Background: an optimization exercise with open tools, aiming at small area, a short achievable clock period and few clock cycles. Do not read the settings as production practice.
At most, simulation tests tie the RTL to the original design; equivalence was not proved.

==> inputs of build 3 <==
Design ast_tensor_stream_sv, start of the top module:
module ast_tensor_stream_sv #(
   parameter int DATAWIDTH = 14,
   parameter int SIZE      = 4,
   parameter int ACCWIDTH  = 2*DATAWIDTH+$clog2(SIZE)
) (
   input  logic                   clk,
   input  logic                   reset_n,
   input  logic                   cfg_valid,
   input  logic [$clog2(SIZE):0]  cfg_q,
   input  logic [$clog2(SIZE):0]  cfg_r,
   input  logic [$clog2(SIZE):0]  cfg_k,
   input  logic                   in_valid,
   output logic                   in_ready,
   input  logic                   in_set,
   input  logic [DATAWIDTH-1:0]   in_data,
   input  logic                   start,
   input  logic                   keep_b,
   input  logic                   relu,
   output logic                   out_valid,
   input  logic                   out_ready,
   output logic [DATAWIDTH-1:0]   out_data,
   output logic                   out_last,
   output logic                   busy,
   output logic                   done,
   output logic                   err
);
Settings: LEC_CHECK=0, ABC_CLOCK_PERIOD_IN_PS=5000, CAP_MARGIN=20, CORE_MARGIN=2, CORE_UTILIZATION=50, SETUP_SLACK_MARGIN=5, SLEW_MARGIN=20; clock period 10.0 ns.
run.sh (not shown) runs the stock make flow with config.mk's settings and CLKGATE_MAP_FILE= SYNTH_SCRIPT=/design/flow/synth_recipe.tcl, a recipe that flattens the netlist after the stock synthesis.
==> trial 32 (differences from build 3) <==
--- a/flow/design.v
+++ b/flow/design.v
@@ -137,31 +137,88 @@
    logic [1:0] ii, ij, ci, cj;
    logic       iss, iss_done, iss_last, out_all, stall, load;
    logic       s0_v, s1_v;
    assign stall    = out_valid && !out_ready;
    assign iss_last = (CW'(ii) == q_r - CW'(1)) && (CW'(ij) == k_r - CW'(1));
-   assign iss      = go || (busy && !iss_done && !stall);
-   assign load     = busy && s1_v && !stall && !fin;
-   always_ff @(posedge clk) begin
+   assign iss      = (go || busy && !stall) && !iss_done;
+   assign load     = (busy || go) && s1_v && !stall && !fin;
+   logic pre, sp1, sp2, pre_n, sp1_n, sp2_n;
+   logic idx0, touch0, touch1;
+   logic a_full, a_last, a_last2, b_full, b_last, b_last2;
+   logic full_w, short_w;      
+   logic [NW-1:0] bc1;         
+   assign idx0    = !pre && !sp1 && !sp2;
+   assign a_full  = a_cnt == a_need;
+   assign a_last  = a_cnt + NW'(1) == a_need;
+   assign a_last2 = a_cnt + NW'(2) == a_need;
+   assign b_full  = b_cnt == b_need;
+   assign b_last  = b_cnt + NW'(1) == b_need;
+   assign b_last2 = b_cnt + NW'(2) == b_need;
+   assign full_w  = dims_ok && (in_set ? a_full && b_last : a_last && b_full);
+   assign short_w = dims_ok && (in_set ? a_full && b_last2 || a_last && b_last
+                                       : a_last && b_last || a_last2 && b_full);
+   assign bc1    = (k_r == CW'(1)) ? NW'(0) : NW'(1);
+   assign touch0 = in_set ? (b_cnt == '0 || b_cnt == NW'(k_r) || b_cnt == NW'(2 * k_r) ||
+                             b_cnt == NW'(3 * k_r))
+                          : (ai == 2'd0);
+   assign touch1 = in_set ? (b_cnt == bc1 || b_cnt == NW'(k_r) + bc1 ||
+                             b_cnt == NW'(2 * k_r) + bc1 || b_cnt == NW'(3 * k_r) + bc1)
+                          : (ai == ((k_r == CW'(1)) ? 2'd1 : 2'd0));
+   assign sp2_n = !busy && accept && pre && full_w && !touch0 && !touch1;
+   assign sp1_n = !busy && accept && idx0 && full_w && !touch0;
+   assign pre_n = !busy && accept && idx0 && short_w && !touch0;
+   always_ff @(posedge clk or negedge reset_n) begin
+      if (!reset_n) begin
+         pre <= 1'b0; sp1 <= 1'b0; sp2 <= 1'b0;
+      end else begin
+         pre <= pre_n; sp1 <= sp1_n; sp2 <= sp2_n;
+      end
+   end
+   logic q1, k1, k2, qk_le1, qk_le2;
+   assign q1 = q_r == CW'(1);
+   assign k1 = k_r == CW'(1);
+   assign k2 = k_r == CW'(2);
+   assign qk_le1 = q1 && k1;
+   assign qk_le2 = q1 && (k1 || k2) || q_r == CW'(2) && k1;
+   logic [1:0] ii_n, ij_n;
+   logic       iss_done_n;
+   logic [3:0] pb [4];
+   always_comb begin
+      ii_n = ii; ij_n = ij; iss_done_n = iss_done;
       if (!busy && !go) begin
-         ii <= '0; ij <= '0;
-         iss_done <= 1'b0;
+         if (sp2_n) begin
+            ii_n = k1 ? 2'd2 : k2 ? 2'd1 : 2'd0;
+            ij_n = (k1 || k2) ? 2'd0 : 2'd2;
+         end else if (sp1_n || pre_n) begin
+            ii_n = k1 ? 2'd1 : 2'd0;
+            ij_n = k1 ? 2'd0 : 2'd1;
+         end else begin
+            ii_n = 2'd0;
+            ij_n = 2'd0;
+         end
+         iss_done_n = sp2_n ? qk_le2 : sp1_n && qk_le1;
       end else if (stall) begin
-         ii <= ci; ij <= cj;
-         iss_done <= out_all;
+         ii_n = ci; ij_n = cj;
+         iss_done_n = out_all;
       end else if (iss) begin
-         if (iss_last) iss_done <= 1'b1;
+         if (iss_last) iss_done_n = 1'b1;
          if (CW'(ij) == k_r - CW'(1)) begin
-            ij <= '0;
-            ii <= ii + 2'd1;
+            ij_n = '0;
+            ii_n = ii + 2'd1;
          end else begin
-            ij <= ij + 2'd1;
+            ij_n = ij + 2'd1;
          end
       end
    end
    always_ff @(posedge clk) begin
-      if (!busy) begin
+      ii <= ii_n;
+      ij <= ij_n;
+      iss_done <= iss_done_n;
+      for (int r = 1; r < 4; r++) pb[r] <= 4'(r * k_r) + 4'(ij_n);
+   end
+   always_ff @(posedge clk) begin
+      if (!busy && !go) begin
          ci <= '0; cj <= '0;
          out_all <= 1'b0;
       end else if (load) begin
          if ((CW'(ci) == q_r - CW'(1)) && (CW'(cj) == k_r - CW'(1))) out_all <= 1'b1;
          if (CW'(cj) == k_r - CW'(1)) begin
@@ -175,30 +232,27 @@
    always_ff @(posedge clk or negedge reset_n) begin
       if (!reset_n) begin
          s0_v <= 1'b0;
          s1_v <= 1'b0;
       end else begin
-         s0_v <= iss;
-         s1_v <= s0_v && !stall;
+         s0_v <= (busy || go) ? iss : (sp1_n || sp2_n) && !(sp2_n && qk_le1);
+         s1_v <= (busy || go) ? s0_v && !stall : sp2_n;
       end
    end
    logic signed [DATAWIDTH-1:0] op_a [4];
    logic signed [DATAWIDTH-1:0] op_b [4];
-   logic        [3:0]           b_idx [4];
    always_comb begin
-      for (int r = 0; r < 4; r++) begin
-         b_idx[r] = 4'(r * k_r) + 4'(ij);
+      for (int r = 0; r < 4; r++)
          op_a[r] = (CW'(r) < r_r) ? a_mem[ii][r] : '0;
-      end
       op_b[0] = b_mem[{2'b00, ij}];
-      op_b[1] = b_mem[{1'b0, b_idx[1][2:0]}];
+      op_b[1] = b_mem[{1'b0, pb[1][2:0]}];
       op_b[2] = '0;
       for (int e = 2; e <= 11; e++)
-         if (b_idx[2] == 4'(e)) op_b[2] = b_mem[e];
+         if (pb[2] == 4'(e)) op_b[2] = b_mem[e];
       op_b[3] = '0;
       for (int e = 3; e <= 15; e++)
-         if (b_idx[3] == 4'(e)) op_b[3] = b_mem[e];
+         if (pb[3] == 4'(e)) op_b[3] = b_mem[e];
    end
    logic [DATAWIDTH-1:0] ta [4];
    logic [6:0]           bn [4];
    logic [6:0]           b1 [4];
    logic [6:0]           b2 [4];
==> flow/flow/run.sh (new file) <==
#!/bin/bash
# Standard layout, with timing repair aiming further below the clock period.
set -e
export SETUP_SLACK_MARGIN=5.6
bash standard.sh > standard.log 2>&1
==> flow/standard.sh (new file) <==
#!/bin/bash
# synth_recipe.tcl (not shown) runs the flow's synth.tcl, then flattens the netlist and writes it again
# the make line also repeats each setting of config.mk as NAME=value (left out here)
make -C /OpenROAD-flow-scripts/flow DESIGN_CONFIG=/design/flow/config.mk WORK_HOME=/design/flow/orfs CLKGATE_MAP_FILE= SYNTH_SCRIPT=/design/flow/synth_recipe.tcl "${@:-finish}"
--- a/flow/config.mk
+++ b/flow/config.mk
@@ -7,7 +7,6 @@
 export LEC_CHECK = 0
 export ABC_CLOCK_PERIOD_IN_PS = 5000
 export CAP_MARGIN = 20
 export CORE_MARGIN = 2
 export CORE_UTILIZATION = 50
-export SETUP_SLACK_MARGIN = 5
 export SLEW_MARGIN = 20
removed: flow/run.sh
==> qor summary <==
quantity                                                           build 3    trial 32
Outcome                                   no timing/DRC/antenna violations  no timing/DRC/antenna violations
TritonCTS sink count                                                   734         744
Worst slew pin tran                                                1.16 ns     1.17 ns
Capture point of the critical path                               ps[0][16]    in_ready
Max Clock Freq                                                     205 MHz     222 MHz
Post-Syn Nets                                                         4542        4661
Number of DRC markers in iteration 0                                  3506        3508
Portion of the post-synthesis area used by sequential elements       41.2%       40.8%
GR Layer Usage met1                                                  40.4%       39.6%
Count of sequential standard cells                                     734         744
Die area                                                        0.0971 mm2  0.0992 mm2
Count of plain and timing-repair buffers in the layout                 148         203
Testbench counts of trial 32, summed over its fixed seeds: cycles 15,315.
No functional check of the RTL was part of build 3.

## static timing again, ports no longer ideal
The results above use ideal ports. As a check the final layouts listed here were re-extracted and re-timed, cells and wires unchanged. Step 1: set_driving_cell puts a clkbuf_16 on clk and a buf_2 on each other input, an assumption about the parent block. Step 2 adds t to the input delays and takes it off the output delays; t is the mean of the earliest and latest rising clock arrival at the registers after step 1. Input paths then give back, and output paths get back, about the clock's delay inside the block. Three values: ideal, step 1, step 2; two values: the first two.
run | t (ns) | setup WS [ns] | hold WS [ns] | latest minus earliest clock arrival (ns) | cell pins on the clock port's net
build 3 | 0.711 | 5.126 / 5.126 / 4.852 | 0.478 / 0.478 / 0.478 | 0.049 / 0.049 | 1
trial 32 | 0.722 | 5.487 / 5.439 / 4.815 | 0.465 / 0.465 / 0.465 | 0.033 / 0.033 | 1
After both steps setup and hold are still met in every run listed. For trial 32, which loses most, drivers alone change the setup slack by -0.048 ns; drivers and shift together by -0.672 ns.
